Background: an optimization exercise with open tools, aiming at small area, a short achievable clock period and few clock cycles per item. Do not read the settings as production practice.
Where RTL was checked, it was by simulation tests only, not by an equivalence proof against the original.
Only the layout flow was run in run 1; the RTL was not checked for function there.
Power is estimated from default activity; no workload was simulated.

--- design/flow/config.mk ---
export PLATFORM = sky130hd
export DESIGN_NAME = cov_top
export DESIGN_NICKNAME = cov_top
export VERILOG_FILES = /design/flow/design.v
export SDC_FILE = /design/flow/constraint.sdc
export NUM_CORES = 4
export LEC_CHECK = 0
export CAP_MARGIN = 20
export CORE_MARGIN = 2
export CORE_UTILIZATION = 60
export SETUP_SLACK_MARGIN = 4.5
export SLEW_MARGIN = 20
export SYNTH_HIERARCHICAL = 1
--- design/flow/run.sh ---
#!/bin/bash
# synth_recipe.tcl (not shown) runs the flow's synth.tcl, then flattens the netlist and writes it again
# the make line also repeats each setting of config.mk as NAME=value (left out here)
make -C /OpenROAD-flow-scripts/flow DESIGN_CONFIG=/design/flow/config.mk WORK_HOME=/design/flow/orfs CLKGATE_MAP_FILE= SYNTH_SCRIPT=/design/flow/synth_recipe.tcl finish
--- design/flow/design.v ---
`timescale 1ns/100ps
package cov_pkg;
    typedef enum logic [1:0] {
        OP_CLEAR  = 2'd0,    
        OP_MEAN   = 2'd1,    
        OP_SAMPLE = 2'd2,    
        OP_RSVD   = 2'd3     
    } cov_op_e;
endpackage
`timescale 1ns/100ps
module cov_add
#(
    parameter int W = 8
) (
    input  logic [W-1:0] a,
    input  logic [W-1:0] b,
    input  logic         cin,
    output logic [W-1:0] s
);
    localparam int L = $clog2(W);
    logic [W-1:0] g [L+1];
    logic [W-1:0] p [L+1];
    always_comb begin
        g[0] = a & b;
        p[0] = a ^ b;
        g[0][0] = (a[0] & b[0]) | (p[0][0] & cin);
        for (int l = 0; l < L; l++) begin
            for (int i = 0; i < W; i++) begin
                if (((i >> l) & 1) == 1) begin
                    g[l+1][i] = g[l][i] | (p[l][i] & g[l][((i >> l) << l) - 1]);
                    p[l+1][i] = p[l][i] & p[l][((i >> l) << l) - 1];
                end else begin
                    g[l+1][i] = g[l][i];
                    p[l+1][i] = p[l][i];
                end
            end
        end
        s = p[0] ^ {g[L][W-2:0], cin};
    end
endmodule
module cov_decode
(
    input  logic                  clk,
    input  logic                  arst_n,
    input  logic [33:0]           in_cmd,
    input  logic                  accept,
    output logic                  bad_cmd,
    output logic                  s_valid,    
    output logic                  s_start,    
    output logic                  s_last,     
    output logic signed [16:0]    s_dx,       
    output logic [7:0]            s_neg,      
    output logic [7:0]            s_one,
    output logic [7:0]            s_two,
    output logic                  last_take   
);
    logic [1:0]         op;
    logic [15:0]        x, y;
    logic [15:0]        mean_x;
    logic [2:0]         cnt;        
    logic               take;
    logic [16:0]        dx;
    logic [16:0]        yb;         
    assign op   = in_cmd[33:32];
    assign x    = in_cmd[31:16];
    assign y    = in_cmd[15:0];
    assign take = accept & (op == cov_pkg::OP_SAMPLE);
    assign last_take = take & (cnt == 3'd7);
    assign yb   = {y, 1'b0};
    cov_add #(.W(17)) i_sub (
        .a   ({x[15], x}),
        .b   (~{mean_x[15], mean_x}),
        .cin (1'b1),
        .s   (dx)
    );
    always_ff @(posedge clk or negedge arst_n) begin
        if (!arst_n) begin
            mean_x  <= '0;
            cnt     <= '0;
            bad_cmd <= 1'b0;
            s_valid <= 1'b0;
            s_start <= 1'b0;
        end else begin
            bad_cmd <= accept & (op == cov_pkg::OP_RSVD);
            s_valid <= take;
            s_start <= take & (cnt == 3'd0);
            if (accept & (op == cov_pkg::OP_MEAN)) mean_x <= x;
            if (accept & (op == cov_pkg::OP_CLEAR)) cnt <= '0;
            else if (take) cnt <= cnt + 3'd1;      
        end
    end
    always_ff @(posedge clk) begin
        s_last  <= (cnt == 3'd7);
        s_dx    <= dx;
        for (int j = 0; j < 8; j++) begin
            s_neg[j] <= take & yb[2*j+2];
            s_one[j] <= take & (yb[2*j+1] ^ yb[2*j]);
            s_two[j] <= take & ((yb[2*j+2] & ~yb[2*j+1] & ~yb[2*j]) | (~yb[2*j+2] & yb[2*j+1] & yb[2*j]));
        end
    end
endmodule
`timescale 1ns/100ps
module cov_execute
(
    input  logic                  clk,
    input  logic                  arst_n,
    input  logic                  s_valid,
    input  logic                  s_start,
    input  logic                  s_last,
    input  logic signed [16:0]    s_dx,
    input  logic [7:0]            s_neg,
    input  logic [7:0]            s_one,
    input  logic [7:0]            s_two,
    output logic [34:0]           acc_s,     
    output logic [34:0]           acc_c,
    output logic                  done       
);
    localparam logic [34:0] K8 = 35'h2aab00000;
    logic [34:0] base_s, base_c, rs, rc;
    assign base_s = s_start ? K8 : acc_s;
    assign base_c = s_start ? 35'd0 : acc_c;
    cov_mac i_mac (
        .b_neg (s_neg),
        .b_one (s_one),
        .b_two (s_two),
        .dx    (s_dx),
        .v     (s_valid),
        .a0    (base_s),
        .a1    (base_c),
        .rs    (rs),
        .rc    (rc)
    );
    always_ff @(posedge clk) begin
        acc_s <= rs;
        acc_c <= rc;
    end
    always_ff @(posedge clk or negedge arst_n) begin
        if (!arst_n) done <= 1'b0;
        else         done <= s_valid & s_last;
    end
endmodule
`timescale 1ns/100ps
module cov_mac (
    input  logic [7:0] b_neg, b_one, b_two,
    input  logic [16:0] dx,
    input  logic v,
    input  logic [34:0] a0,
    input  logic [34:0] a1,
    output logic [34:0] rs,
    output logic [34:0] rc
);
    wire pp1 = (b_one[0] & dx[0]) ^ b_neg[0];
    wire pp2 = ((b_one[0] & dx[1]) | (b_two[0] & dx[0])) ^ b_neg[0];
    wire pp3 = ((b_one[0] & dx[2]) | (b_two[0] & dx[1])) ^ b_neg[0];
    wire pp4 = ((b_one[0] & dx[3]) | (b_two[0] & dx[2])) ^ b_neg[0];
    wire pp5 = ((b_one[0] & dx[4]) | (b_two[0] & dx[3])) ^ b_neg[0];
    wire pp6 = ((b_one[0] & dx[5]) | (b_two[0] & dx[4])) ^ b_neg[0];
    wire pp7 = ((b_one[0] & dx[6]) | (b_two[0] & dx[5])) ^ b_neg[0];
    wire pp8 = ((b_one[0] & dx[7]) | (b_two[0] & dx[6])) ^ b_neg[0];
    wire pp9 = ((b_one[0] & dx[8]) | (b_two[0] & dx[7])) ^ b_neg[0];
    wire pp10 = ((b_one[0] & dx[9]) | (b_two[0] & dx[8])) ^ b_neg[0];
    wire pp11 = ((b_one[0] & dx[10]) | (b_two[0] & dx[9])) ^ b_neg[0];
    wire pp12 = ((b_one[0] & dx[11]) | (b_two[0] & dx[10])) ^ b_neg[0];
    wire pp13 = ((b_one[0] & dx[12]) | (b_two[0] & dx[11])) ^ b_neg[0];
    wire pp14 = ((b_one[0] & dx[13]) | (b_two[0] & dx[12])) ^ b_neg[0];
    wire pp15 = ((b_one[0] & dx[14]) | (b_two[0] & dx[13])) ^ b_neg[0];
    wire pp16 = ((b_one[0] & dx[15]) | (b_two[0] & dx[14])) ^ b_neg[0];
    wire pp17 = ((b_one[0] & dx[16]) | (b_two[0] & dx[15])) ^ b_neg[0];
    wire pp18 = ((b_one[0] & dx[16]) | (b_two[0] & dx[16])) ^ b_neg[0];
    wire ps19 = ~pp18 & v;
    wire pp20 = (b_one[1] & dx[0]) ^ b_neg[1];
    wire pp21 = ((b_one[1] & dx[1]) | (b_two[1] & dx[0])) ^ b_neg[1];
    wire pp22 = ((b_one[1] & dx[2]) | (b_two[1] & dx[1])) ^ b_neg[1];
    wire pp23 = ((b_one[1] & dx[3]) | (b_two[1] & dx[2])) ^ b_neg[1];
    wire pp24 = ((b_one[1] & dx[4]) | (b_two[1] & dx[3])) ^ b_neg[1];
    wire pp25 = ((b_one[1] & dx[5]) | (b_two[1] & dx[4])) ^ b_neg[1];
    wire pp26 = ((b_one[1] & dx[6]) | (b_two[1] & dx[5])) ^ b_neg[1];
    wire pp27 = ((b_one[1] & dx[7]) | (b_two[1] & dx[6])) ^ b_neg[1];
    wire pp28 = ((b_one[1] & dx[8]) | (b_two[1] & dx[7])) ^ b_neg[1];
    wire pp29 = ((b_one[1] & dx[9]) | (b_two[1] & dx[8])) ^ b_neg[1];
    wire pp30 = ((b_one[1] & dx[10]) | (b_two[1] & dx[9])) ^ b_neg[1];
    wire pp31 = ((b_one[1] & dx[11]) | (b_two[1] & dx[10])) ^ b_neg[1];
    wire pp32 = ((b_one[1] & dx[12]) | (b_two[1] & dx[11])) ^ b_neg[1];
    wire pp33 = ((b_one[1] & dx[13]) | (b_two[1] & dx[12])) ^ b_neg[1];
    wire pp34 = ((b_one[1] & dx[14]) | (b_two[1] & dx[13])) ^ b_neg[1];
    wire pp35 = ((b_one[1] & dx[15]) | (b_two[1] & dx[14])) ^ b_neg[1];
    wire pp36 = ((b_one[1] & dx[16]) | (b_two[1] & dx[15])) ^ b_neg[1];
    wire pp37 = ((b_one[1] & dx[16]) | (b_two[1] & dx[16])) ^ b_neg[1];
    wire ps38 = ~pp37 & v;
    wire pp39 = (b_one[2] & dx[0]) ^ b_neg[2];
    wire pp40 = ((b_one[2] & dx[1]) | (b_two[2] & dx[0])) ^ b_neg[2];
    wire pp41 = ((b_one[2] & dx[2]) | (b_two[2] & dx[1])) ^ b_neg[2];
    wire pp42 = ((b_one[2] & dx[3]) | (b_two[2] & dx[2])) ^ b_neg[2];
    wire pp43 = ((b_one[2] & dx[4]) | (b_two[2] & dx[3])) ^ b_neg[2];
    wire pp44 = ((b_one[2] & dx[5]) | (b_two[2] & dx[4])) ^ b_neg[2];
    wire pp45 = ((b_one[2] & dx[6]) | (b_two[2] & dx[5])) ^ b_neg[2];
    wire pp46 = ((b_one[2] & dx[7]) | (b_two[2] & dx[6])) ^ b_neg[2];
    wire pp47 = ((b_one[2] & dx[8]) | (b_two[2] & dx[7])) ^ b_neg[2];
    wire pp48 = ((b_one[2] & dx[9]) | (b_two[2] & dx[8])) ^ b_neg[2];
    wire pp49 = ((b_one[2] & dx[10]) | (b_two[2] & dx[9])) ^ b_neg[2];
    wire pp50 = ((b_one[2] & dx[11]) | (b_two[2] & dx[10])) ^ b_neg[2];
    wire pp51 = ((b_one[2] & dx[12]) | (b_two[2] & dx[11])) ^ b_neg[2];
    wire pp52 = ((b_one[2] & dx[13]) | (b_two[2] & dx[12])) ^ b_neg[2];
    wire pp53 = ((b_one[2] & dx[14]) | (b_two[2] & dx[13])) ^ b_neg[2];
    wire pp54 = ((b_one[2] & dx[15]) | (b_two[2] & dx[14])) ^ b_neg[2];
    wire pp55 = ((b_one[2] & dx[16]) | (b_two[2] & dx[15])) ^ b_neg[2];
    wire pp56 = ((b_one[2] & dx[16]) | (b_two[2] & dx[16])) ^ b_neg[2];
    wire ps57 = ~pp56 & v;
    wire pp58 = (b_one[3] & dx[0]) ^ b_neg[3];
    wire pp59 = ((b_one[3] & dx[1]) | (b_two[3] & dx[0])) ^ b_neg[3];
    wire pp60 = ((b_one[3] & dx[2]) | (b_two[3] & dx[1])) ^ b_neg[3];
    wire pp61 = ((b_one[3] & dx[3]) | (b_two[3] & dx[2])) ^ b_neg[3];
    wire pp62 = ((b_one[3] & dx[4]) | (b_two[3] & dx[3])) ^ b_neg[3];
    wire pp63 = ((b_one[3] & dx[5]) | (b_two[3] & dx[4])) ^ b_neg[3];
    wire pp64 = ((b_one[3] & dx[6]) | (b_two[3] & dx[5])) ^ b_neg[3];
    wire pp65 = ((b_one[3] & dx[7]) | (b_two[3] & dx[6])) ^ b_neg[3];
    wire pp66 = ((b_one[3] & dx[8]) | (b_two[3] & dx[7])) ^ b_neg[3];
    wire pp67 = ((b_one[3] & dx[9]) | (b_two[3] & dx[8])) ^ b_neg[3];
    wire pp68 = ((b_one[3] & dx[10]) | (b_two[3] & dx[9])) ^ b_neg[3];
    wire pp69 = ((b_one[3] & dx[11]) | (b_two[3] & dx[10])) ^ b_neg[3];
    wire pp70 = ((b_one[3] & dx[12]) | (b_two[3] & dx[11])) ^ b_neg[3];
    wire pp71 = ((b_one[3] & dx[13]) | (b_two[3] & dx[12])) ^ b_neg[3];
    wire pp72 = ((b_one[3] & dx[14]) | (b_two[3] & dx[13])) ^ b_neg[3];
    wire pp73 = ((b_one[3] & dx[15]) | (b_two[3] & dx[14])) ^ b_neg[3];
    wire pp74 = ((b_one[3] & dx[16]) | (b_two[3] & dx[15])) ^ b_neg[3];
    wire pp75 = ((b_one[3] & dx[16]) | (b_two[3] & dx[16])) ^ b_neg[3];
    wire ps76 = ~pp75 & v;
    wire pp77 = (b_one[4] & dx[0]) ^ b_neg[4];
    wire pp78 = ((b_one[4] & dx[1]) | (b_two[4] & dx[0])) ^ b_neg[4];
    wire pp79 = ((b_one[4] & dx[2]) | (b_two[4] & dx[1])) ^ b_neg[4];
    wire pp80 = ((b_one[4] & dx[3]) | (b_two[4] & dx[2])) ^ b_neg[4];
    wire pp81 = ((b_one[4] & dx[4]) | (b_two[4] & dx[3])) ^ b_neg[4];
    wire pp82 = ((b_one[4] & dx[5]) | (b_two[4] & dx[4])) ^ b_neg[4];
    wire pp83 = ((b_one[4] & dx[6]) | (b_two[4] & dx[5])) ^ b_neg[4];
    wire pp84 = ((b_one[4] & dx[7]) | (b_two[4] & dx[6])) ^ b_neg[4];
    wire pp85 = ((b_one[4] & dx[8]) | (b_two[4] & dx[7])) ^ b_neg[4];
    wire pp86 = ((b_one[4] & dx[9]) | (b_two[4] & dx[8])) ^ b_neg[4];
    wire pp87 = ((b_one[4] & dx[10]) | (b_two[4] & dx[9])) ^ b_neg[4];
    wire pp88 = ((b_one[4] & dx[11]) | (b_two[4] & dx[10])) ^ b_neg[4];
    wire pp89 = ((b_one[4] & dx[12]) | (b_two[4] & dx[11])) ^ b_neg[4];
    wire pp90 = ((b_one[4] & dx[13]) | (b_two[4] & dx[12])) ^ b_neg[4];
    wire pp91 = ((b_one[4] & dx[14]) | (b_two[4] & dx[13])) ^ b_neg[4];
    wire pp92 = ((b_one[4] & dx[15]) | (b_two[4] & dx[14])) ^ b_neg[4];
    wire pp93 = ((b_one[4] & dx[16]) | (b_two[4] & dx[15])) ^ b_neg[4];
    wire pp94 = ((b_one[4] & dx[16]) | (b_two[4] & dx[16])) ^ b_neg[4];
    wire ps95 = ~pp94 & v;
    wire pp96 = (b_one[5] & dx[0]) ^ b_neg[5];
    wire pp97 = ((b_one[5] & dx[1]) | (b_two[5] & dx[0])) ^ b_neg[5];
    wire pp98 = ((b_one[5] & dx[2]) | (b_two[5] & dx[1])) ^ b_neg[5];
    wire pp99 = ((b_one[5] & dx[3]) | (b_two[5] & dx[2])) ^ b_neg[5];
    wire pp100 = ((b_one[5] & dx[4]) | (b_two[5] & dx[3])) ^ b_neg[5];
    wire pp101 = ((b_one[5] & dx[5]) | (b_two[5] & dx[4])) ^ b_neg[5];
    wire pp102 = ((b_one[5] & dx[6]) | (b_two[5] & dx[5])) ^ b_neg[5];
    wire pp103 = ((b_one[5] & dx[7]) | (b_two[5] & dx[6])) ^ b_neg[5];
    wire pp104 = ((b_one[5] & dx[8]) | (b_two[5] & dx[7])) ^ b_neg[5];
    wire pp105 = ((b_one[5] & dx[9]) | (b_two[5] & dx[8])) ^ b_neg[5];
    wire pp106 = ((b_one[5] & dx[10]) | (b_two[5] & dx[9])) ^ b_neg[5];
    wire pp107 = ((b_one[5] & dx[11]) | (b_two[5] & dx[10])) ^ b_neg[5];
    wire pp108 = ((b_one[5] & dx[12]) | (b_two[5] & dx[11])) ^ b_neg[5];
    wire pp109 = ((b_one[5] & dx[13]) | (b_two[5] & dx[12])) ^ b_neg[5];
    wire pp110 = ((b_one[5] & dx[14]) | (b_two[5] & dx[13])) ^ b_neg[5];
    wire pp111 = ((b_one[5] & dx[15]) | (b_two[5] & dx[14])) ^ b_neg[5];
    wire pp112 = ((b_one[5] & dx[16]) | (b_two[5] & dx[15])) ^ b_neg[5];
    wire pp113 = ((b_one[5] & dx[16]) | (b_two[5] & dx[16])) ^ b_neg[5];
    wire ps114 = ~pp113 & v;
    wire pp115 = (b_one[6] & dx[0]) ^ b_neg[6];
    wire pp116 = ((b_one[6] & dx[1]) | (b_two[6] & dx[0])) ^ b_neg[6];
    wire pp117 = ((b_one[6] & dx[2]) | (b_two[6] & dx[1])) ^ b_neg[6];
    wire pp118 = ((b_one[6] & dx[3]) | (b_two[6] & dx[2])) ^ b_neg[6];
    wire pp119 = ((b_one[6] & dx[4]) | (b_two[6] & dx[3])) ^ b_neg[6];
    wire pp120 = ((b_one[6] & dx[5]) | (b_two[6] & dx[4])) ^ b_neg[6];
    wire pp121 = ((b_one[6] & dx[6]) | (b_two[6] & dx[5])) ^ b_neg[6];
    wire pp122 = ((b_one[6] & dx[7]) | (b_two[6] & dx[6])) ^ b_neg[6];
    wire pp123 = ((b_one[6] & dx[8]) | (b_two[6] & dx[7])) ^ b_neg[6];
    wire pp124 = ((b_one[6] & dx[9]) | (b_two[6] & dx[8])) ^ b_neg[6];
    wire pp125 = ((b_one[6] & dx[10]) | (b_two[6] & dx[9])) ^ b_neg[6];
    wire pp126 = ((b_one[6] & dx[11]) | (b_two[6] & dx[10])) ^ b_neg[6];
    wire pp127 = ((b_one[6] & dx[12]) | (b_two[6] & dx[11])) ^ b_neg[6];
    wire pp128 = ((b_one[6] & dx[13]) | (b_two[6] & dx[12])) ^ b_neg[6];
    wire pp129 = ((b_one[6] & dx[14]) | (b_two[6] & dx[13])) ^ b_neg[6];
    wire pp130 = ((b_one[6] & dx[15]) | (b_two[6] & dx[14])) ^ b_neg[6];
    wire pp131 = ((b_one[6] & dx[16]) | (b_two[6] & dx[15])) ^ b_neg[6];
    wire pp132 = ((b_one[6] & dx[16]) | (b_two[6] & dx[16])) ^ b_neg[6];
    wire ps133 = ~pp132 & v;
    wire pp134 = (b_one[7] & dx[0]) ^ b_neg[7];
    wire pp135 = ((b_one[7] & dx[1]) | (b_two[7] & dx[0])) ^ b_neg[7];
    wire pp136 = ((b_one[7] & dx[2]) | (b_two[7] & dx[1])) ^ b_neg[7];
    wire pp137 = ((b_one[7] & dx[3]) | (b_two[7] & dx[2])) ^ b_neg[7];
    wire pp138 = ((b_one[7] & dx[4]) | (b_two[7] & dx[3])) ^ b_neg[7];
    wire pp139 = ((b_one[7] & dx[5]) | (b_two[7] & dx[4])) ^ b_neg[7];
    wire pp140 = ((b_one[7] & dx[6]) | (b_two[7] & dx[5])) ^ b_neg[7];
    wire pp141 = ((b_one[7] & dx[7]) | (b_two[7] & dx[6])) ^ b_neg[7];
    wire pp142 = ((b_one[7] & dx[8]) | (b_two[7] & dx[7])) ^ b_neg[7];
    wire pp143 = ((b_one[7] & dx[9]) | (b_two[7] & dx[8])) ^ b_neg[7];
    wire pp144 = ((b_one[7] & dx[10]) | (b_two[7] & dx[9])) ^ b_neg[7];
    wire pp145 = ((b_one[7] & dx[11]) | (b_two[7] & dx[10])) ^ b_neg[7];
    wire pp146 = ((b_one[7] & dx[12]) | (b_two[7] & dx[11])) ^ b_neg[7];
    wire pp147 = ((b_one[7] & dx[13]) | (b_two[7] & dx[12])) ^ b_neg[7];
    wire pp148 = ((b_one[7] & dx[14]) | (b_two[7] & dx[13])) ^ b_neg[7];
    wire pp149 = ((b_one[7] & dx[15]) | (b_two[7] & dx[14])) ^ b_neg[7];
    wire pp150 = ((b_one[7] & dx[16]) | (b_two[7] & dx[15])) ^ b_neg[7];
    wire pp151 = ((b_one[7] & dx[16]) | (b_two[7] & dx[16])) ^ b_neg[7];
    wire ps152 = ~pp151 & v;
    wire s153, c154;
    cov_ha u_s153 (.a(b_neg[6]), .b(a0[12]), .s(s153), .co(c154));
    wire s155, c156;
    cov_ha u_s155 (.a(a0[13]), .b(a1[13]), .s(s155), .co(c156));
    wire s157, c158;
    cov_fa u_s157 (.a(b_neg[7]), .b(a0[14]), .c(a1[14]), .s(s157), .co(c158));
    wire s159, c160;
    cov_ha u_s159 (.a(pp15), .b(pp32), .s(s159), .co(c160));
    wire s161, c162;
    cov_fa u_s161 (.a(a0[15]), .b(a1[15]), .c(pp16), .s(s161), .co(c162));
    wire s163, c164;
    cov_ha u_s163 (.a(pp33), .b(pp50), .s(s163), .co(c164));
    wire s165, c166;
    cov_fa u_s165 (.a(a0[16]), .b(a1[16]), .c(pp17), .s(s165), .co(c166));
    wire s167, c168;
    cov_ha u_s167 (.a(pp34), .b(pp51), .s(s167), .co(c168));
    wire s169, c170;
    cov_fa u_s169 (.a(a0[17]), .b(a1[17]), .c(pp35), .s(s169), .co(c170));
    wire s171, c172;
    cov_ha u_s171 (.a(pp52), .b(pp69), .s(s171), .co(c172));
    wire s173, c174;
    cov_fa u_s173 (.a(a0[18]), .b(a1[18]), .c(pp36), .s(s173), .co(c174));
    wire s175, c176;
    cov_ha u_s175 (.a(a0[19]), .b(a1[19]), .s(s175), .co(c176));
    wire s177, c178;
    cov_ha u_s177 (.a(b_neg[3]), .b(a0[6]), .s(s177), .co(c178));
    wire s179, c180;
    cov_ha u_s179 (.a(a0[7]), .b(a1[7]), .s(s179), .co(c180));
    wire s181, c182;
    cov_fa u_s181 (.a(b_neg[4]), .b(a0[8]), .c(a1[8]), .s(s181), .co(c182));
    wire s183, c184;
    cov_ha u_s183 (.a(pp9), .b(pp26), .s(s183), .co(c184));
    wire s185, c186;
    cov_fa u_s185 (.a(a0[9]), .b(a1[9]), .c(pp10), .s(s185), .co(c186));
    wire s187, c188;
    cov_ha u_s187 (.a(pp27), .b(pp44), .s(s187), .co(c188));
    wire s189, c190;
    cov_fa u_s189 (.a(b_neg[5]), .b(a0[10]), .c(a1[10]), .s(s189), .co(c190));
    wire s191, c192;
    cov_fa u_s191 (.a(pp11), .b(pp28), .c(pp45), .s(s191), .co(c192));
    wire s193, c194;
    cov_ha u_s193 (.a(pp62), .b(pp79), .s(s193), .co(c194));
    wire s195, c196;
    cov_fa u_s195 (.a(a0[11]), .b(a1[11]), .c(pp12), .s(s195), .co(c196));
    wire s197, c198;
    cov_fa u_s197 (.a(pp29), .b(pp46), .c(pp63), .s(s197), .co(c198));
    wire s199, c200;
    cov_ha u_s199 (.a(pp80), .b(pp97), .s(s199), .co(c200));
    wire s201, c202;
    cov_fa u_s201 (.a(a1[12]), .b(pp13), .c(pp30), .s(s201), .co(c202));
    wire s203, c204;
    cov_fa u_s203 (.a(pp47), .b(pp64), .c(pp81), .s(s203), .co(c204));
    wire s205, c206;
    cov_fa u_s205 (.a(pp98), .b(pp115), .c(s153), .s(s205), .co(c206));
    wire s207, c208;
    cov_fa u_s207 (.a(c154), .b(pp14), .c(pp31), .s(s207), .co(c208));
    wire s209, c210;
    cov_fa u_s209 (.a(pp48), .b(pp65), .c(pp82), .s(s209), .co(c210));
    wire s211, c212;
    cov_fa u_s211 (.a(pp99), .b(pp116), .c(s155), .s(s211), .co(c212));
    wire s213, c214;
    cov_fa u_s213 (.a(c156), .b(pp49), .c(pp66), .s(s213), .co(c214));
    wire s215, c216;
    cov_fa u_s215 (.a(pp83), .b(pp100), .c(pp117), .s(s215), .co(c216));
    wire s217, c218;
    cov_fa u_s217 (.a(pp134), .b(s157), .c(s159), .s(s217), .co(c218));
    wire s219, c220;
    cov_fa u_s219 (.a(pp67), .b(pp84), .c(pp101), .s(s219), .co(c220));
    wire s221, c222;
    cov_fa u_s221 (.a(pp118), .b(pp135), .c(c158), .s(s221), .co(c222));
    wire s223, c224;
    cov_fa u_s223 (.a(c160), .b(s163), .c(s161), .s(s223), .co(c224));
    wire s225, c226;
    cov_fa u_s225 (.a(pp68), .b(pp85), .c(pp102), .s(s225), .co(c226));
    wire s227, c228;
    cov_fa u_s227 (.a(pp119), .b(pp136), .c(c164), .s(s227), .co(c228));
    wire s229, c230;
    cov_fa u_s229 (.a(s167), .b(c162), .c(s165), .s(s229), .co(c230));
    wire s231, c232;
    cov_fa u_s231 (.a(pp86), .b(pp103), .c(pp120), .s(s231), .co(c232));
    wire s233, c234;
    cov_fa u_s233 (.a(pp137), .b(ps19), .c(c168), .s(s233), .co(c234));
    wire s235, c236;
    cov_fa u_s235 (.a(s171), .b(c166), .c(s169), .s(s235), .co(c236));
    wire s237, c238;
    cov_fa u_s237 (.a(pp53), .b(pp70), .c(pp87), .s(s237), .co(c238));
    wire s239, c240;
    cov_fa u_s239 (.a(pp104), .b(pp121), .c(pp138), .s(s239), .co(c240));
    wire s241, c242;
    cov_fa u_s241 (.a(c172), .b(c170), .c(s173), .s(s241), .co(c242));
    wire s243, c244;
    cov_fa u_s243 (.a(pp54), .b(pp71), .c(pp88), .s(s243), .co(c244));
    wire s245, c246;
    cov_fa u_s245 (.a(pp105), .b(pp122), .c(pp139), .s(s245), .co(c246));
    wire s247, c248;
    cov_fa u_s247 (.a(s175), .b(ps38), .c(c174), .s(s247), .co(c248));
    wire s249, c250;
    cov_fa u_s249 (.a(a0[20]), .b(a1[20]), .c(c176), .s(s249), .co(c250));
    wire s251, c252;
    cov_fa u_s251 (.a(pp55), .b(pp72), .c(pp89), .s(s251), .co(c252));
    wire s253, c254;
    cov_fa u_s253 (.a(pp106), .b(pp123), .c(pp140), .s(s253), .co(c254));
    wire s255, c256;
    cov_fa u_s255 (.a(a0[21]), .b(a1[21]), .c(pp73), .s(s255), .co(c256));
    wire s257, c258;
    cov_fa u_s257 (.a(pp90), .b(pp107), .c(pp124), .s(s257), .co(c258));
    wire s259, c260;
    cov_ha u_s259 (.a(pp141), .b(ps57), .s(s259), .co(c260));
    wire s261, c262;
    cov_fa u_s261 (.a(a0[22]), .b(a1[22]), .c(pp74), .s(s261), .co(c262));
    wire s263, c264;
    cov_fa u_s263 (.a(pp91), .b(pp108), .c(pp125), .s(s263), .co(c264));
    wire s265, c266;
    cov_fa u_s265 (.a(a0[23]), .b(a1[23]), .c(pp92), .s(s265), .co(c266));
    wire s267, c268;
    cov_ha u_s267 (.a(pp109), .b(pp126), .s(s267), .co(c268));
    wire s269, c270;
    cov_fa u_s269 (.a(a0[24]), .b(a1[24]), .c(pp93), .s(s269), .co(c270));
    wire s271, c272;
    cov_ha u_s271 (.a(a0[25]), .b(a1[25]), .s(s271), .co(c272));
    wire s273, c274;
    cov_ha u_s273 (.a(b_neg[1]), .b(a0[2]), .s(s273), .co(c274));
    wire s275, c276;
    cov_ha u_s275 (.a(a0[3]), .b(a1[3]), .s(s275), .co(c276));
    wire s277, c278;
    cov_fa u_s277 (.a(b_neg[2]), .b(a0[4]), .c(a1[4]), .s(s277), .co(c278));
    wire s279, c280;
    cov_ha u_s279 (.a(pp5), .b(pp22), .s(s279), .co(c280));
    wire s281, c282;
    cov_fa u_s281 (.a(a0[5]), .b(a1[5]), .c(pp6), .s(s281), .co(c282));
    wire s283, c284;
    cov_ha u_s283 (.a(pp23), .b(pp40), .s(s283), .co(c284));
    wire s285, c286;
    cov_fa u_s285 (.a(a1[6]), .b(pp7), .c(pp24), .s(s285), .co(c286));
    wire s287, c288;
    cov_fa u_s287 (.a(pp41), .b(pp58), .c(s177), .s(s287), .co(c288));
    wire s289, c290;
    cov_fa u_s289 (.a(c178), .b(pp8), .c(pp25), .s(s289), .co(c290));
    wire s291, c292;
    cov_fa u_s291 (.a(pp42), .b(pp59), .c(s179), .s(s291), .co(c292));
    wire s293, c294;
    cov_fa u_s293 (.a(c180), .b(pp43), .c(pp60), .s(s293), .co(c294));
    wire s295, c296;
    cov_fa u_s295 (.a(pp77), .b(s181), .c(s183), .s(s295), .co(c296));
    wire s297, c298;
    cov_fa u_s297 (.a(pp61), .b(pp78), .c(c182), .s(s297), .co(c298));
    wire s299, c300;
    cov_fa u_s299 (.a(c184), .b(s187), .c(s185), .s(s299), .co(c300));
    wire s301, c302;
    cov_fa u_s301 (.a(pp96), .b(c188), .c(s189), .s(s301), .co(c302));
    wire s303, c304;
    cov_fa u_s303 (.a(s193), .b(c186), .c(s191), .s(s303), .co(c304));
    wire s305, c306;
    cov_fa u_s305 (.a(c190), .b(c194), .c(s199), .s(s305), .co(c306));
    wire s307, c308;
    cov_fa u_s307 (.a(c192), .b(s195), .c(s197), .s(s307), .co(c308));
    wire s309, c310;
    cov_fa u_s309 (.a(c200), .b(c196), .c(c198), .s(s309), .co(c310));
    wire s311, c312;
    cov_fa u_s311 (.a(s201), .b(s203), .c(s205), .s(s311), .co(c312));
    wire s313, c314;
    cov_fa u_s313 (.a(c202), .b(c204), .c(c206), .s(s313), .co(c314));
    wire s315, c316;
    cov_fa u_s315 (.a(s207), .b(s209), .c(s211), .s(s315), .co(c316));
    wire s317, c318;
    cov_fa u_s317 (.a(c208), .b(c210), .c(c212), .s(s317), .co(c318));
    wire s319, c320;
    cov_fa u_s319 (.a(s213), .b(s215), .c(s217), .s(s319), .co(c320));
    wire s321, c322;
    cov_fa u_s321 (.a(c214), .b(c216), .c(s219), .s(s321), .co(c322));
    wire s323, c324;
    cov_fa u_s323 (.a(s221), .b(c218), .c(s223), .s(s323), .co(c324));
    wire s325, c326;
    cov_fa u_s325 (.a(c220), .b(s225), .c(c222), .s(s325), .co(c326));
    wire s327, c328;
    cov_fa u_s327 (.a(s227), .b(c224), .c(s229), .s(s327), .co(c328));
    wire s329, c330;
    cov_fa u_s329 (.a(c226), .b(s231), .c(c228), .s(s329), .co(c330));
    wire s331, c332;
    cov_fa u_s331 (.a(s233), .b(c230), .c(s235), .s(s331), .co(c332));
    wire s333, c334;
    cov_fa u_s333 (.a(c232), .b(s237), .c(s239), .s(s333), .co(c334));
    wire s335, c336;
    cov_fa u_s335 (.a(c234), .b(c236), .c(s241), .s(s335), .co(c336));
    wire s337, c338;
    cov_fa u_s337 (.a(c238), .b(c240), .c(s243), .s(s337), .co(c338));
    wire s339, c340;
    cov_fa u_s339 (.a(s245), .b(s247), .c(c242), .s(s339), .co(c340));
    wire s341, c342;
    cov_fa u_s341 (.a(c244), .b(c246), .c(s249), .s(s341), .co(c342));
    wire s343, c344;
    cov_fa u_s343 (.a(s251), .b(s253), .c(c248), .s(s343), .co(c344));
    wire s345, c346;
    cov_fa u_s345 (.a(c250), .b(s259), .c(c252), .s(s345), .co(c346));
    wire s347, c348;
    cov_fa u_s347 (.a(c254), .b(s255), .c(s257), .s(s347), .co(c348));
    wire s349, c350;
    cov_fa u_s349 (.a(pp142), .b(c260), .c(c256), .s(s349), .co(c350));
    wire s351, c352;
    cov_fa u_s351 (.a(c258), .b(s261), .c(s263), .s(s351), .co(c352));
    wire s353, c354;
    cov_fa u_s353 (.a(pp143), .b(ps76), .c(s267), .s(s353), .co(c354));
    wire s355, c356;
    cov_fa u_s355 (.a(c262), .b(c264), .c(s265), .s(s355), .co(c356));
    wire s357, c358;
    cov_fa u_s357 (.a(pp110), .b(pp127), .c(pp144), .s(s357), .co(c358));
    wire s359, c360;
    cov_fa u_s359 (.a(c268), .b(c266), .c(s269), .s(s359), .co(c360));
    wire s361, c362;
    cov_fa u_s361 (.a(pp111), .b(pp128), .c(pp145), .s(s361), .co(c362));
    wire s363, c364;
    cov_fa u_s363 (.a(s271), .b(ps95), .c(c270), .s(s363), .co(c364));
    wire s365, c366;
    cov_fa u_s365 (.a(a0[26]), .b(a1[26]), .c(c272), .s(s365), .co(c366));
    wire s367, c368;
    cov_fa u_s367 (.a(pp112), .b(pp129), .c(pp146), .s(s367), .co(c368));
    wire s369, c370;
    cov_fa u_s369 (.a(a0[27]), .b(a1[27]), .c(pp130), .s(s369), .co(c370));
    wire s371, c372;
    cov_ha u_s371 (.a(pp147), .b(ps114), .s(s371), .co(c372));
    wire s373, c374;
    cov_fa u_s373 (.a(a0[28]), .b(a1[28]), .c(pp131), .s(s373), .co(c374));
    wire s375, c376;
    cov_ha u_s375 (.a(a0[29]), .b(a1[29]), .s(s375), .co(c376));
    wire s377, c378;
    cov_ha u_s377 (.a(b_neg[0]), .b(a0[0]), .s(s377), .co(c378));
    wire s379, c380;
    cov_ha u_s379 (.a(a0[1]), .b(a1[1]), .s(s379), .co(c380));
    wire s381, c382;
    cov_fa u_s381 (.a(a1[2]), .b(pp3), .c(pp20), .s(s381), .co(c382));
    wire s383, c384;
    cov_fa u_s383 (.a(c274), .b(pp4), .c(pp21), .s(s383), .co(c384));
    wire s385, c386;
    cov_fa u_s385 (.a(c276), .b(pp39), .c(s277), .s(s385), .co(c386));
    wire s387, c388;
    cov_fa u_s387 (.a(c278), .b(c280), .c(s283), .s(s387), .co(c388));
    wire s389, c390;
    cov_fa u_s389 (.a(c284), .b(c282), .c(s285), .s(s389), .co(c390));
    wire s391, c392;
    cov_fa u_s391 (.a(c286), .b(c288), .c(s289), .s(s391), .co(c392));
    wire s393, c394;
    cov_fa u_s393 (.a(c290), .b(c292), .c(s293), .s(s393), .co(c394));
    wire s395, c396;
    cov_fa u_s395 (.a(c294), .b(s297), .c(c296), .s(s395), .co(c396));
    wire s397, c398;
    cov_fa u_s397 (.a(c298), .b(s301), .c(c300), .s(s397), .co(c398));
    wire s399, c400;
    cov_fa u_s399 (.a(c302), .b(s305), .c(c304), .s(s399), .co(c400));
    wire s401, c402;
    cov_fa u_s401 (.a(c306), .b(s309), .c(c308), .s(s401), .co(c402));
    wire s403, c404;
    cov_fa u_s403 (.a(c310), .b(s313), .c(c312), .s(s403), .co(c404));
    wire s405, c406;
    cov_fa u_s405 (.a(c314), .b(s317), .c(c316), .s(s405), .co(c406));
    wire s407, c408;
    cov_fa u_s407 (.a(c318), .b(s321), .c(c320), .s(s407), .co(c408));
    wire s409, c410;
    cov_fa u_s409 (.a(c322), .b(s325), .c(c324), .s(s409), .co(c410));
    wire s411, c412;
    cov_fa u_s411 (.a(c326), .b(s329), .c(c328), .s(s411), .co(c412));
    wire s413, c414;
    cov_fa u_s413 (.a(c330), .b(s333), .c(c332), .s(s413), .co(c414));
    wire s415, c416;
    cov_fa u_s415 (.a(c334), .b(s337), .c(s339), .s(s415), .co(c416));
    wire s417, c418;
    cov_fa u_s417 (.a(c338), .b(s341), .c(s343), .s(s417), .co(c418));
    wire s419, c420;
    cov_fa u_s419 (.a(c342), .b(s345), .c(s347), .s(s419), .co(c420));
    wire s421, c422;
    cov_fa u_s421 (.a(c346), .b(s349), .c(c348), .s(s421), .co(c422));
    wire s423, c424;
    cov_fa u_s423 (.a(s353), .b(c350), .c(c352), .s(s423), .co(c424));
    wire s425, c426;
    cov_fa u_s425 (.a(s357), .b(c354), .c(c356), .s(s425), .co(c426));
    wire s427, c428;
    cov_fa u_s427 (.a(c358), .b(s361), .c(s363), .s(s427), .co(c428));
    wire s429, c430;
    cov_fa u_s429 (.a(c362), .b(s365), .c(s367), .s(s429), .co(c430));
    wire s431, c432;
    cov_fa u_s431 (.a(c366), .b(s371), .c(c368), .s(s431), .co(c432));
    wire s433, c434;
    cov_fa u_s433 (.a(pp148), .b(c372), .c(c370), .s(s433), .co(c434));
    wire s435, c436;
    cov_fa u_s435 (.a(pp149), .b(s375), .c(ps133), .s(s435), .co(c436));
    wire s437, c438;
    cov_fa u_s437 (.a(a0[30]), .b(a1[30]), .c(c376), .s(s437), .co(c438));
    wire s439, c440;
    cov_ha u_s439 (.a(a0[31]), .b(a1[31]), .s(s439), .co(c440));
    wire s441, c442;
    cov_ha u_s441 (.a(a1[0]), .b(pp1), .s(s441), .co(c442));
    wire s443, c444;
    cov_fa u_s443 (.a(c378), .b(pp2), .c(s379), .s(s443), .co(c444));
    wire s445, c446;
    cov_fa u_s445 (.a(c380), .b(s273), .c(s381), .s(s445), .co(c446));
    wire s447, c448;
    cov_fa u_s447 (.a(s275), .b(c382), .c(s383), .s(s447), .co(c448));
    wire s449, c450;
    cov_fa u_s449 (.a(s279), .b(c384), .c(s385), .s(s449), .co(c450));
    wire s451, c452;
    cov_fa u_s451 (.a(s281), .b(c386), .c(s387), .s(s451), .co(c452));
    wire s453, c454;
    cov_fa u_s453 (.a(s287), .b(c388), .c(s389), .s(s453), .co(c454));
    wire s455, c456;
    cov_fa u_s455 (.a(s291), .b(c390), .c(s391), .s(s455), .co(c456));
    wire s457, c458;
    cov_fa u_s457 (.a(s295), .b(c392), .c(s393), .s(s457), .co(c458));
    wire s459, c460;
    cov_fa u_s459 (.a(c394), .b(s299), .c(s395), .s(s459), .co(c460));
    wire s461, c462;
    cov_fa u_s461 (.a(s303), .b(c396), .c(s397), .s(s461), .co(c462));
    wire s463, c464;
    cov_fa u_s463 (.a(s307), .b(c398), .c(s399), .s(s463), .co(c464));
    wire s465, c466;
    cov_fa u_s465 (.a(s311), .b(c400), .c(s401), .s(s465), .co(c466));
    wire s467, c468;
    cov_fa u_s467 (.a(s315), .b(c402), .c(s403), .s(s467), .co(c468));
    wire s469, c470;
    cov_fa u_s469 (.a(s319), .b(c404), .c(s405), .s(s469), .co(c470));
    wire s471, c472;
    cov_fa u_s471 (.a(c406), .b(s323), .c(s407), .s(s471), .co(c472));
    wire s473, c474;
    cov_fa u_s473 (.a(s327), .b(c408), .c(s409), .s(s473), .co(c474));
    wire s475, c476;
    cov_fa u_s475 (.a(s331), .b(c410), .c(s411), .s(s475), .co(c476));
    wire s477, c478;
    cov_fa u_s477 (.a(s335), .b(c412), .c(s413), .s(s477), .co(c478));
    wire s479, c480;
    cov_fa u_s479 (.a(c336), .b(c414), .c(s415), .s(s479), .co(c480));
    wire s481, c482;
    cov_fa u_s481 (.a(c340), .b(s417), .c(c416), .s(s481), .co(c482));
    wire s483, c484;
    cov_fa u_s483 (.a(c344), .b(s419), .c(c418), .s(s483), .co(c484));
    wire s485, c486;
    cov_fa u_s485 (.a(s351), .b(s421), .c(c420), .s(s485), .co(c486));
    wire s487, c488;
    cov_fa u_s487 (.a(s355), .b(c422), .c(s423), .s(s487), .co(c488));
    wire s489, c490;
    cov_fa u_s489 (.a(s359), .b(c424), .c(s425), .s(s489), .co(c490));
    wire s491, c492;
    cov_fa u_s491 (.a(c360), .b(c426), .c(s427), .s(s491), .co(c492));
    wire s493, c494;
    cov_fa u_s493 (.a(c364), .b(s429), .c(c428), .s(s493), .co(c494));
    wire s495, c496;
    cov_fa u_s495 (.a(s369), .b(s431), .c(c430), .s(s495), .co(c496));
    wire s497, c498;
    cov_fa u_s497 (.a(s373), .b(c432), .c(s433), .s(s497), .co(c498));
    wire s499, c500;
    cov_fa u_s499 (.a(c374), .b(s435), .c(c434), .s(s499), .co(c500));
    wire s501, c502;
    cov_fa u_s501 (.a(pp150), .b(s437), .c(c436), .s(s501), .co(c502));
    wire s503, c504;
    cov_fa u_s503 (.a(s439), .b(ps152), .c(c438), .s(s503), .co(c504));
    wire s505, c506;
    cov_fa u_s505 (.a(a0[32]), .b(a1[32]), .c(c440), .s(s505), .co(c506));
    wire s507, c508;
    cov_ha u_s507 (.a(a0[33]), .b(a1[33]), .s(s507), .co(c508));
    wire s509, c510;
    cov_ha u_s509 (.a(a0[34]), .b(a1[34]), .s(s509), .co(c510));
    assign rs = {s509, s507, s505, s503, s501, s499, s497, s495, s493, s491, s489, s487, s485, s483, s481, s479, s477, s475, s473, s471, s469, s467, s465, s463, s461, s459, s457, s455, s453, s451, s449, s447, s445, s443, s377};
    assign rc = {c508, c506, c504, c502, c500, c498, c496, c494, c492, c490, c488, c486, c484, c482, c480, c478, c476, c474, c472, c470, c468, c466, c464, c462, c460, c458, c456, c454, c452, c450, c448, c446, c444, c442, s441};
endmodule
module cov_fa (input logic a, input logic b, input logic c, output logic s, output logic co);
    assign s  = a ^ b ^ c;
    assign co = (a & b) | (a & c) | (b & c);
endmodule
module cov_ha (input logic a, input logic b, output logic s, output logic co);
    assign s  = a ^ b;
    assign co = a & b;
endmodule
`timescale 1ns/100ps
module cov_result
(
    input  logic                  clk,
    input  logic                  arst_n,
    input  logic [34:0]           acc_s,     
    input  logic [34:0]           acc_c,
    input  logic                  done,      
    input  logic                  fill,      
    output logic [32:0]           cov,
    output logic                  out_valid,
    input  logic                  out_ready,
    output logic                  hold       
);
    localparam int KD    = 3;               
    localparam int STEPS = 12 / KD;
    typedef enum logic [1:0] {
        S_IDLE = 2'd0,
        S_DIV  = 2'd1,
        S_INC  = 2'd2,
        S_OUT  = 2'd3
    } div_state_e;
    function automatic logic [5:0] dstep(input logic [2:0] r, input logic [2:0] d);
        logic [2:0] q, n;
        q[2] = (r[2]) | (r[1] & r[0] & d[2]);
        q[1] = (r[1] & ~r[0]) | (r[1] & ~d[2]) | (r[2] & r[0] & d[1]) | (r[2] & r[0] & d[2]) | (~r[1] & r[0] & d[2] & d[1]);
        q[0] = (~r[2] & r[0] & ~d[2]) | (r[2] & ~r[0] & d[2]) | (r[0] & ~d[2] & ~d[1]) | (r[2] & r[1] & d[1]) | (r[1] & ~r[0] & d[2] & d[1]) | (~r[2] & ~r[1] & r[0] & ~d[1]) | (r[2] & r[1] & d[0]) | (r[2] & ~r[0] & d[1] & d[0]) | (~r[0] & d[2] & d[1] & d[0]) | (r[1] & ~r[0] & d[2] & d[0]);
        n[2] = (~r[2] & ~r[1] & d[2] & ~d[1]) | (~r[2] & r[1] & ~d[2] & d[1]) | (r[2] & ~r[1] & ~d[2] & ~d[1]) | (r[2] & d[2] & d[1] & d[0]) | (r[2] & r[0] & d[2] & d[1]) | (r[2] & ~d[2] & ~d[1] & ~d[0]) | (r[2] & r[1] & d[2] & d[1]) | (r[2] & r[1] & d[2] & d[0]) | (r[1] & r[0] & ~d[2] & d[0]) | (~r[2] & ~r[0] & d[2] & ~d[1] & ~d[0]) | (~r[2] & r[0] & ~d[2] & d[1] & d[0]) | (~r[2] & ~r[1] & ~r[0] & d[2] & ~d[0]) | (r[2] & ~r[1] & ~r[0] & ~d[2] & ~d[0]);
        n[1] = (r[1] & ~r[0] & ~d[1] & ~d[0]) | (~r[1] & ~r[0] & d[1] & ~d[0]) | (~r[1] & r[0] & ~d[1] & d[0]) | (r[1] & d[2] & d[1] & d[0]) | (r[2] & r[0] & d[2] & ~d[1]) | (r[2] & r[1] & d[1] & d[0]) | (r[1] & r[0] & d[2] & d[1]) | (r[1] & ~d[2] & ~d[1] & ~d[0]) | (r[1] & r[0] & d[1] & d[0]) | (~r[2] & ~r[1] & ~r[0] & ~d[2] & d[1]) | (~r[2] & r[1] & ~r[0] & ~d[2] & ~d[1]) | (r[2] & ~r[1] & d[2] & ~d[1] & d[0]) | (~r[2] & ~r[1] & ~d[2] & d[1] & ~d[0]);
        n[0] = (~r[2] & ~r[0] & ~d[2] & d[0]) | (~r[2] & r[0] & ~d[2] & ~d[0]) | (r[2] & ~r[0] & d[2] & ~d[0]) | (r[0] & d[2] & d[1] & d[0]) | (r[2] & r[0] & d[1] & d[0]) | (r[0] & ~d[2] & ~d[1] & ~d[0]) | (r[2] & r[1] & d[1] & ~d[0]) | (r[2] & r[0] & d[2] & d[0]) | (r[1] & r[0] & d[2] & d[0]) | (~r[2] & ~r[1] & r[0] & ~d[1] & ~d[0]) | (~r[2] & ~r[1] & ~r[0] & ~d[1] & d[0]) | (r[1] & ~r[0] & d[2] & d[1] & ~d[0]) | (~r[1] & ~r[0] & ~d[2] & ~d[1] & d[0]);
        dstep = {q, n};
    endfunction
    div_state_e       state, state_next;
    logic [1:0]       step;
    logic [35:0]      w;          
    logic [2:0]       r;          
    logic             neg;        
    logic [3*KD-1:0]  qd;         
    logic [2:0]       rq;         
    logic [34:0]      sum;
    logic [32:0]      w_inc;
    logic             pend;       
    logic             load;
    logic             pend_next;
    logic             up;         
    cov_add #(.W(35)) i_cpa (.a(acc_s), .b(acc_c), .cin(1'b0), .s(sum));
    always_comb begin
        logic [2:0] rr;
        rr = r;
        for (int j = 0; j < KD; j++) begin
            {qd[3*KD-1-3*j -: 3], rr} = dstep(rr, w[35-3*j -: 3]);
        end
        rq = rr;
    end
    always_comb begin
        logic [8:0] ga;       
        logic       pre;      
        logic       in;       
        for (int g = 0; g < 9; g++) ga[g] = &w[4*g +: 4];
        for (int i = 0; i < 33; i++) begin
            pre = 1'b1;
            for (int g = 0; g < i / 4; g++) pre = pre & ga[g];
            in = 1'b1;
            for (int k = 4 * (i / 4); k < i; k++) in = in & w[k];
            w_inc[i] = w[i] ^ (pre & in);
        end
    end
    assign up        = neg & (rq != 3'd0);
    assign load      = (pend | done) & (state == S_IDLE);
    assign pend_next = (pend | done) & ~load;
    always_comb begin
        state_next = state;
        unique case (state)
            S_DIV:   if (step == 2'(STEPS - 1)) state_next = up ? S_INC : S_OUT;
            S_INC:   state_next = S_OUT;
            S_OUT:   if (out_ready) state_next = S_IDLE;
            default: state_next = S_IDLE;
        endcase
        if (load) state_next = S_DIV;
    end
    always_ff @(posedge clk or negedge arst_n) begin
        if (!arst_n) begin
            state     <= S_IDLE;
            step      <= '0;
            pend      <= 1'b0;
            out_valid <= 1'b0;
            hold      <= 1'b0;
        end else begin
            state     <= state_next;
            step      <= (state == S_DIV) ? step + 2'd1 : 2'd0;
            pend      <= pend_next;
            out_valid <= (state_next == S_OUT);
            hold      <= (state_next != S_IDLE) & (pend_next | fill);
        end
    end
    always_ff @(posedge clk) begin
        unique case (state)
            S_IDLE: begin
                w   <= {sum[34], sum};
                r   <= sum[34] ? 3'd6 : 3'd0;
                neg <= sum[34];
            end
            S_DIV: begin
                w   <= {w[35-3*KD:0], qd};
                r   <= rq;
            end
            S_INC:   w[32:0] <= w_inc;
            default: ;
        endcase
    end
    assign cov = w[32:0];
endmodule
`timescale 1ns/100ps
module cov_top
#(
    parameter int NUM_SAMPLES = 8
) (
    input  logic        clk,
    input  logic        arst_n,
    input  logic [33:0] in_cmd,      
    input  logic        in_valid,
    output logic        in_ready,
    output logic [63:0] out_res,     
    output logic        out_valid,
    input  logic        out_ready,
    output logic        bad_cmd      
);
    logic               accept;
    logic               hold;
    logic               s_valid, s_start, s_last;
    logic signed [16:0] s_dx;
    logic [7:0]         s_neg, s_one, s_two;
    logic               last_take;
    logic [34:0]        acc_s, acc_c;
    logic               done;
    logic [32:0]        cov;
    logic               fill;
    assign in_ready = ~hold;
    assign accept   = in_valid & ~hold;
    assign fill     = last_take | (s_valid & s_last);
    cov_decode i_decode (
        .clk       (clk),
        .arst_n    (arst_n),
        .in_cmd    (in_cmd),
        .accept    (accept),
        .bad_cmd   (bad_cmd),
        .s_valid   (s_valid),
        .s_start   (s_start),
        .s_last    (s_last),
        .s_dx      (s_dx),
        .s_neg     (s_neg),
        .s_one     (s_one),
        .s_two     (s_two),
        .last_take (last_take)
    );
    cov_execute i_execute (
        .clk     (clk),
        .arst_n  (arst_n),
        .s_valid (s_valid),
        .s_start (s_start),
        .s_last  (s_last),
        .s_dx    (s_dx),
        .s_neg   (s_neg),
        .s_one   (s_one),
        .s_two   (s_two),
        .acc_s   (acc_s),
        .acc_c   (acc_c),
        .done    (done)
    );
    cov_result i_result (
        .clk       (clk),
        .arst_n    (arst_n),
        .acc_s     (acc_s),
        .acc_c     (acc_c),
        .done      (done),
        .fill      (fill),
        .cov       (cov),
        .out_valid (out_valid),
        .out_ready (out_ready),
        .hold      (hold)
    );
    assign out_res = {{15{cov[32]}}, cov, 16'(NUM_SAMPLES)};
endmodule
--- design/flow/constraint.sdc ---
create_clock -name core_clock -period 8.0 [get_ports {clk}]
set_input_delay 1.6000 -clock core_clock [delete_from_list [all_inputs] [get_ports {clk}]]
set_output_delay 1.6000 -clock core_clock [all_outputs]
set_load 0.01 [all_outputs]
==> results of run 1 <==
==> modules after synthesis (local to each module, per instance), excerpt <==
module | cells inside | flops+latches
cov_mac | 456 | 0
cov_result | 479 | 47
cov_top | 36 | 0
cov_fa | 1 | 0
cov_decode | 164 | 64
cov_execute | 149 | 71
cov_ha | 1 | 0
==> worst min path at each step <==
stage                                 endpoint                  startpoint  depth (start not counted)
floorplan           i_result.step[0]$_DFF_PN0_  i_result.step[0]$_DFF_PN0_                          1
global placement    i_result.step[0]$_DFF_PN0_  i_result.step[0]$_DFF_PN0_                          1
detailed placement  i_result.step[0]$_DFF_PN0_  i_result.step[0]$_DFF_PN0_                          1
CTS                 i_result.step[0]$_DFF_PN0_  i_result.step[0]$_DFF_PN0_                          1
global route        i_result.step[0]$_DFF_PN0_  i_result.step[0]$_DFF_PN0_                          1
finish              i_result.step[0]$_DFF_PN0_  i_result.step[0]$_DFF_PN0_                          1
==> per-layer routing <==
| metal | up-vias | routed length [µm] |
|---|---|---|
| met5 | - | 0 |
| met4 | 0 | 939 |
| met3 | 64 | 2039 |
| met2 | 387 | 19300 |
| met1 | 6008 | 18680 |
| li1 | 5629 | - |
==> registers in the layout, summed over array words and instances, names as in the netlist <==
register            cells
i_result.state          2
i_result.step           2
i_decode.mean_x        16
i_decode.s_start        1
i_decode.s_valid        1
i_result.hold           1
i_result.r              3
i_execute.acc_s        35
i_result.out_valid      1
i_decode.bad_cmd        1
i_execute.acc_c        35
i_result.pend           1
i_result.neg            1
i_execute.done          1
i_decode.s_two          8
i_decode.s_last         1
i_decode.s_dx          17
i_decode.s_one          8
i_result.w             36
i_decode.cnt            3
i_decode.s_neg          8
==> Yosys cell counts, types with 4 or more instances <==
library cell,count,area [µm²]
nor2b_1,74,462.9
ha_1,93,1164
or2_1,11,68.82
edfxtp_1,40,1201
or2b_1,8,60.06
a31oi_1,6,37.54
xnor2_1,174,1524
a22oi_2,86,1076
o221ai_1,4,35.03
mux2_2,8,90.09
nand3_1,13,65.06
nand3b_1,8,60.06
buf_4,158,1186
fa_1,163,3263
and2_1,22,137.6
o311a_1,5,50.05
a22oi_1,70,525.5
conb_1,4,15.01
nor3_1,15,75.07
nand2_1,58,217.7
or3b_2,7,61.31
clkbuf_1,19,71.32
a21oi_1,78,390.4
buf_12,8,160.2
o211ai_1,4,30.03
a21o_1,17,127.6
o21ai_2,9,78.83
dfrtp_1,30,750.7
buf_2,15,75.07
mux2_4,10,150.1
o21a_1,10,75.07
dfxtp_1,112,2242
o21ai_0,30,150.1
buf_6,57,641.9
inv_1,60,225.2
xor2_1,27,236.5
nand4_1,7,43.79
mux2i_1,12,120.1
a211oi_1,6,45.04
and3_1,11,68.82
nor2_1,90,337.8
==> area by class of cell <==
type / count / area [µm²] / area share (%)
multi-input combinational: 1238 / 12010 / 63.26
tap: 390 / 488.0 / 2.570
timing repair buffer: 152 / 1406 / 7.408
clock buffer: 19 / 454.2 / 2.392
sequential: 182 / 4235 / 22.31
clock inverter: 13 / 158.9 / 0.8370
inverter: 61 / 232.7 / 1.226
==> power by group <==
part / internal, mW / switching, mW
combinational: 1.91 / 2.07
clock: 0.490 / 0.397
sequential: 1.38 / 0.600
==> logic make-up after synthesis <==
| logic type | Yosys count |
|---|---|
| fa+ha+maj | 259 |
| flops | 182 |
| compound gates | 378 |
| xor+xnor | 201 |
| other cells | 4 |
| buf+inv | 321 |
| mux | 30 |
| simple gates | 352 |
==> timing repair <==
item                       4_1_cts  5_1_grt
resized for setup               42       66
setup endpoints to repair       52       30
buffers inserted                35       11
hold buffers                     0        0
gates cloned                     0        0
pin swaps                       17       28
==> impl_metrics.json, run 1 <==
{
  "rr_worst_depth": 13,
  "crit_path_end": "i_result.out_valid$_DFF_PN0_",
  "ys_ff_latch": 182,
  "status": "complete, no violations",
  "path_class": "register to register",
  "cp_num_buf_inv": 2,
  "totalPowerFinal_mw": 6.844,
  "io_pins": 105,
  "synth_adder_area_share_pct": 24.47,
  "vias_per_cell": 5.882,
  "placed_cells": 1977,
  "async_flop_share_pct": 16.48,
  "cap_violations": 0,
  "drt-pass1-iter-count": 5,
  "ys_types": 100,
  "grt_max_degree": 71,
  "num_rows": 63,
  "dieArea_um2": 31770,
  "max_stage_delay_ns": 0.54,
  "cts_made_buffers": 17,
  "yosys.area_share.xor_xnor_pct": 9.665,
  "synth_compound_area_share_pct": 17.35,
  "fill_cells": 2512,
  "end_kind": "register",
  "ys.flop_type": "dfxtp_1",
  "cts_root_buf": "clkbuf_16",
  "fin_crit_sh_pct": 44.49,
  "worst-slew-pin-transition_ns": 0.8969,
  "final_common_cell": "xnor2_1",
  "regToRegSetupSlack_ns": 4.44,
  "slew_headroom_pct": 40.12,
  "stdcell_area_um2": 18980,
  "synth-simple-area-share_pct": 10.39,
  "layout-drive-gt1-share_pct": 18.86,
  "post-route-util_pct": 63.71,
  "clockBufferDepth": 2,
  "dp_hpwl_mm": 29.69,
  "n_antenna_cell": 0,
  "final-instance-count-excl-fill": 2055,
  "grt.total_usage_pct": 26.62,
  "avgSynthCellArea_um2": 10.55,
  "grtUsageMet3_pct": 3.900,
  "crit_path_start_kind": "register",
  "cp.required_ns": 8.38,
  "fin_nets": 1946,
  "grt_pass1_wl_mm": 65.69,
  "via_count": 12088,
  "setup_tns_ns": 0,
  "synth_edf_count": 40,
  "finalWorstSetupSlack_ns": 4.441,
  "synth_cells": 1727,
  "r2r-start": "i_result.r[2]$_DFFE_PP_",
  "ys.warnings.count": 15,
  "dieHeight_um": 178.2,
  "cpMostUsedCell": "buf_6",
  "fp.dieW_um": 178.2,
  "gp_congestion": 0.8416,
  "insertion_delay_ns": 0.45,
  "fin_crit_ns": 3.559,
  "place_area_um2": 17630,
  "crit_cells": 13,
  "antenna_found_initial": 0,
  "use_met1_pct": 36.50,
  "crit_fanout": 7,
  "htree_levels": 4,
  "cp_top_family": "compound AO/OA/AOI/OAI gates",
  "routed_wl_mm": 40.95,
  "leakagePower_nw": 7.747,
  "fin_worst_skew_ns": 0.01251,
  "fmax_mhz": 280.9,
  "setup_violations": 0,
  "hp-class": "register to register",
  "area_growth_pct": 4.232,
  "core-area_um2": 29800,
  "peakVddDrop_v": 0.0001961,
  "finalHoldViolCount": 0,
  "synthMuxAreaShare_pct": 1.978,
  "mostFrequentLayoutCells": "174 x xnor2_1, 159 x fa_1, 92 x ha_1, 89 x nor2_1, 87 x a22oi_2",
  "synth_top_family_by_area": "adder cells",
  "powerDensity_nw_per_um2": 360.5,
  "crit_arrival_ns": 3.94,
  "drv_slew": 0,
  "drcViolationCount": 0,
  "post_drt_wl_per_cell_um": 19.93,
  "initial_core_util_pct": 61.13,
  "holdWs_ns": 0.4280,
  "busiest_layer": "met2",
  "r2r_end": "i_result.out_valid$_DFF_PN0_",
  "dp_slack_ns": 3.703,
  "ys_seq_area_share_pct": 23.03,
  "path_cells": "buf_6, o21a_1, nand3b_1, a31oi_4, o41ai_4, and3b_1, a41o_4, buf_6, nor2_4, nor2_1, or4_4, a221oi_4, a41o_1",
  "cp-startpoint": "i_result.r[2]$_DFFE_PP_",
  "rsz0062_at_grt": "yes",
  "ant_nets": 0,
  "use_met2_pct": 43.78,
  "drt_iter0_drc": 865,
  "cp_slowest_cell": "or4_4",
  "grt_pass1_vias": 12261,
  "cts_tree": "built",
  "io_buffers": 88,
  "cts.sinks": 182,
  "netlist_area_um2": 18210,
  "path_clk_slew_ns": 0.07,
  "grt_overflow": 0
}
==> run 2: changes to the inputs <==
--- a/design/flow/design.v
+++ b/design/flow/design.v
@@ -737,13 +737,13 @@
             w_inc[i] = w[i] ^ (pre & in);
         end
     end
-    assign up        = neg & (rq != 3'd0);
+    assign up        = r != 3'd0;       
     assign load      = (pend | done) & (state == S_IDLE);
     assign pend_next = (pend | done) & ~load;
     always_comb begin
         state_next = state;
         unique case (state)
-            S_DIV:   if (step == 2'(STEPS - 1)) state_next = up ? S_INC : S_OUT;
+            S_DIV:   if (step == 2'(STEPS - 1)) state_next = neg ? S_INC : S_OUT;
             S_INC:   state_next = S_OUT;
             S_OUT:   if (out_ready) state_next = S_IDLE;
             default: state_next = S_IDLE;
@@ -776,7 +776,7 @@
                 w   <= {w[35-3*KD:0], qd};
                 r   <= rq;
             end
-            S_INC:   w[32:0] <= w_inc;
+            S_INC:   if (up) w[32:0] <= w_inc;
             default: ;
         endcase
     end
--- a/design/flow/config.mk
+++ b/design/flow/config.mk
@@ -5,6 +5,7 @@
 export SDC_FILE = /design/flow/constraint.sdc
 export NUM_CORES = 4
 export LEC_CHECK = 0
+export ABC_AREA = 1
 export CAP_MARGIN = 20
 export CORE_MARGIN = 2
 export CORE_UTILIZATION = 60
==> run 2 against run 1 <==
Against the previous run:
- still clean on timing, DRC and antenna
- final cell count up 34%
- core utilization down 2.8 points
- combinational power about the same
- fmax up 5.2%
- non-clock buffer count down 47
- cell area up 0.54%
- power down 1.2%
- sequential cell count unchanged
- routed wire length up 7.1%
- first-iteration DRC count up 26%
- sequential share of layout area down 0.21 points
- critical path depth down 1
==> impl_metrics.json, run 2 <==
{
  "status": "complete, no violations",
  "cts_root_buf": "clkbuf_16",
  "p_clk_share_pct": 12.6,
  "fp.dieW_um": 181.6,
  "p_sw_mw": 3.324,
  "seqPwrFrac_pct": 28.2,
  "largestRegisters": "i_result.w: 36 flops, i_execute.acc_c: 35 flops, i_execute.acc_s: 35 flops",
  "fin_nets": 2634,
  "post_drt_wl_per_cell_um": 15.91,
  "cap_violations": 0,
  "area_growth_pct": 0.9064,
  "via_count": 14389,
  "async_flop_share_pct": 16.48,
  "dp_hpwl_mm": 33.23,
  "ys_types": 50,
  "grt_max_degree": 64,
  "fill_cells": 2848,
  "mostFrequentLayoutCells": "754 x nand2_1, 272 x inv_1, 204 x nor2_1, 163 x fa_1, 148 x xor2_1",
  "drt-pass1-iter-count": 5,
  "fmax_mhz": 295.4,
  "synth_top_area_share_pct": 17.25,
  "leakagePower_nw": 10.65,
  "top_register": "i_result.w",
  "avgSynthCellArea_um2": 7.702,
  "dr_wl_met2_mm": 19.49,
  "synth_area_leaders": "fa_1 17%, nand2_1 15%, dfxtp_1 12%",
  "fin_worst_skew_ns": 0.01177,
  "crit_arrival_ns": 3.73,
  "hp-class": "register to register",
  "end_kind": "register",
  "dieArea_um2": 32960,
  "insertion_delay_ns": 0.44,
  "largest_register_ffs": 36,
  "powerDensity_nw_per_um2": 354.2,
  "rsz0062_at_grt": "no",
  "synth_edf_count": 40,
  "ys_ff_latch": 182,
  "num_rows": 65,
  "min-delay-start": "i_decode.s_last$_DFF_P_",
  "core-area_um2": 31310,
  "wl_met3_mm": 2.811,
  "clockBufferDepth": 2,
  "swShare_pct": 49.17,
  "yosysMostFrequentCell": "nand2_1",
  "drv_slew": 0,
  "holdWs_ns": 0.4218,
  "cts_made_buffers": 17,
  "grt.total_usage_pct": 27.54,
  "regToRegSetupSlack_ns": 4.63,
  "ys_seq_area_share_pct": 22.17,
  "routed_wl_mm": 43.86,
  "yosysTopAreaCell": "fa_1",
  "ys.warnings.count": 15,
  "path_clk_slew_ns": 0.07,
  "combPwrFrac_pct": 59.1,
  "initial_core_util_pct": 60.41,
  "ant_nets": 0,
  "synth_common_cells": "754 x nand2_1, 272 x inv_1, 204 x nor2_1, 177 x buf_4, 163 x fa_1",
  "io_pins": 105,
  "final_common_cell": "nand2_1",
  "grt_overflow": 0,
  "min_to": "i_execute.done$_DFF_PN0_",
  "slew_headroom_pct": 29.35,
  "internal_power_mw": 3.436,
  "htree_levels": 4,
  "drcViolationCount": 0,
  "highest_layer": "met4",
  "n_antenna_cell": 0,
  "wl_met1_mm": 20.34,
  "r2r_end": "i_execute.acc_s[15]$_DFF_P_",
  "fin_crit_ns": 3.385,
  "setup_tns_ns": 0,
  "worst-slew-pin-transition_ns": 1.059,
  "grt_pass1_wl_mm": 71.99,
  "ys.flop_type": "dfxtp_1",
  "gp_congestion": 0.9382,
  "rr_worst_depth": 7,
  "cts_tree": "built",
  "fin_crit_sh_pct": 42.31,
  "crit_fanout": 3,
  "vias_per_cell": 5.221,
  "grt_pass1_vias": 13872,
  "dieHeight_um": 181.6,
  "path_class": "input pin to register",
  "cts.sinks": 182,
  "cp-startpoint": "in_cmd[16]",
  "peakVddDrop_v": 0.0001597,
  "antenna_found_initial": 0,
  "finalHoldViolCount": 0,
  "r2r-start": "i_decode.s_start$_DFF_PN0_",
  "whs_path_depth": 2,
  "cts-hold-fix-buffers": 0,
  "crit_path_start_kind": "input pin",
  "io_buffers": 88,
  "layout-drive-gt1-share_pct": 6.032,
  "netlist_area_um2": 18920,
  "cp.required_ns": 8.34,
  "drt_iter0_drc": 1089,
  "synth_cells": 2456,
  "setup_violations": 0
}
[run 2: cell count changes in the layout (fill, tap and decap cells not counted), sizes merged, moves of 121 or more]
cell,delta
nand2,+716
inv,+215
a22oi,-154
xnor2,-150
nor2,+130
xor2,+121
[run 2: cell families (layout without fill, tap and decap cells)]
family | after synthesis | count (layout) | share of synthesized area, %
and+or+nand+nor | 1126 | 1126 | 24.69
buffers and inverters | 533 | 417 | 16.28
adders and majority gates | 255 | 255 | 23.34
AOI/OAI and AO/OA | 184 | 184 | 5.484
DFF | 182 | 182 | 22.17
xor gates and xnor gates | 172 | 172 | 7.964
other | 4 | 18 | 0.07935
[run 2: routing by layer]
layer,global-route usage (%),vias to the layer above
li1,-,7121
met3,3.891,83
met5,0,-
met4,9.659,0
met1,38.91,6635
met2,43.51,550
[run 2: power groups by stage]
stage | Combinational [mW] | Clock (mW) | Sequential, mW
after global routing | 4.57 | 0.911 | 1.95
after detailed placement | 3.95 | 0 | 1.92
after floorplan | 3.96 | 0 | 1.55
final | 4.00 | 0.855 | 1.91
after CTS | 3.99 | 0.873 | 1.89
after global placement | 3.85 | 0 | 1.92
[run 2: worst max-delay path by stage]
stage / end / slack, ns / depth (start not counted)
after floorplan: i_result.w[0]$_DFFE_PP_ / 4.55 / 6
after global placement: i_decode.s_dx[8]$_DFF_P_ / 4.08 / 12
after detailed placement: i_decode.s_dx[8]$_DFF_P_ / 4.04 / 12
after CTS: i_decode.s_dx[8]$_DFF_P_ / 4.50 / 12
after global routing: i_result.w[28]$_DFFE_PP_ / 4.47 / 15
final: i_decode.s_dx[8]$_DFF_P_ / 4.62 / 12
[run 2: worst max-delay path: stages]
cell and delay [ns]:
clkdlybuf4s50_1 0.48, inv_1 0.06, fa_1 0.41, inv_1 0.07, fa_1 0.19, nand2_1 0.07
nand2_1 0.10, nand3_2 0.11, nand2_4 0.08, inv_1 0.05, fa_1 0.48, inv_1 0.04
[run 2: stage by stage]
step	util [%]	instance area, µm²	power, mW	setup slack (ns)	std cells
after detailed placement	58.85	18430	5.873	4.036	2719
after floorplan	-	18970	5.506	4.554	2470
final	60.96	19090	6.761	4.615	2756
after global routing	60.96	19090	7.430	4.474	2756
after CTS	60.77	19030	6.754	4.503	2752
after global placement	58.85	18430	5.774	4.083	2719
[run 2: final cells by class]
cell class / count / area [µm²] / share of cell area [%]
Multi-Input combinational cell: 1755 / 11720 / 61.41
Clock buffer: 19 / 432.9 / 2.268
Sequential cell: 182 / 4218 / 22.10
Tap cell: 402 / 503.0 / 2.635
Inverter: 280 / 1051 / 5.506
Timing Repair Buffer: 105 / 1011 / 5.297
Clock inverter: 13 / 150.1 / 0.7866
[run 2: timing repair]
action                                 4_1_cts  5_1_grt
gates resized for setup                      8       15
gates cloned                                 0        0
pin swaps                                    0        1
setup buffers                                1        4
setup endpoints to repair                   24       20
endpoints found under the hold margin        0        0
[run 2: Yosys stat by module (local to each module, per instance), excerpt]
module,flip-flops and latches,copies in the design
cov_decode,64,1
cov_execute,71,1
cov_ha,0,28
cov_mac,0,1
cov_top,0,1
cov_result,47,1
cov_fa,0,151
Testbench counts of run 2, summed over its fixed seeds: cycles 2,768, results 320.

Check on run 2: ideal ports give 4.615 ns setup slack; a clkbuf_16 on the clock port and buf_2 on the inputs give 4.568 ns; moving port delays by the midpoint clock arrival (0.488 ns) as well gives 4.156 ns.
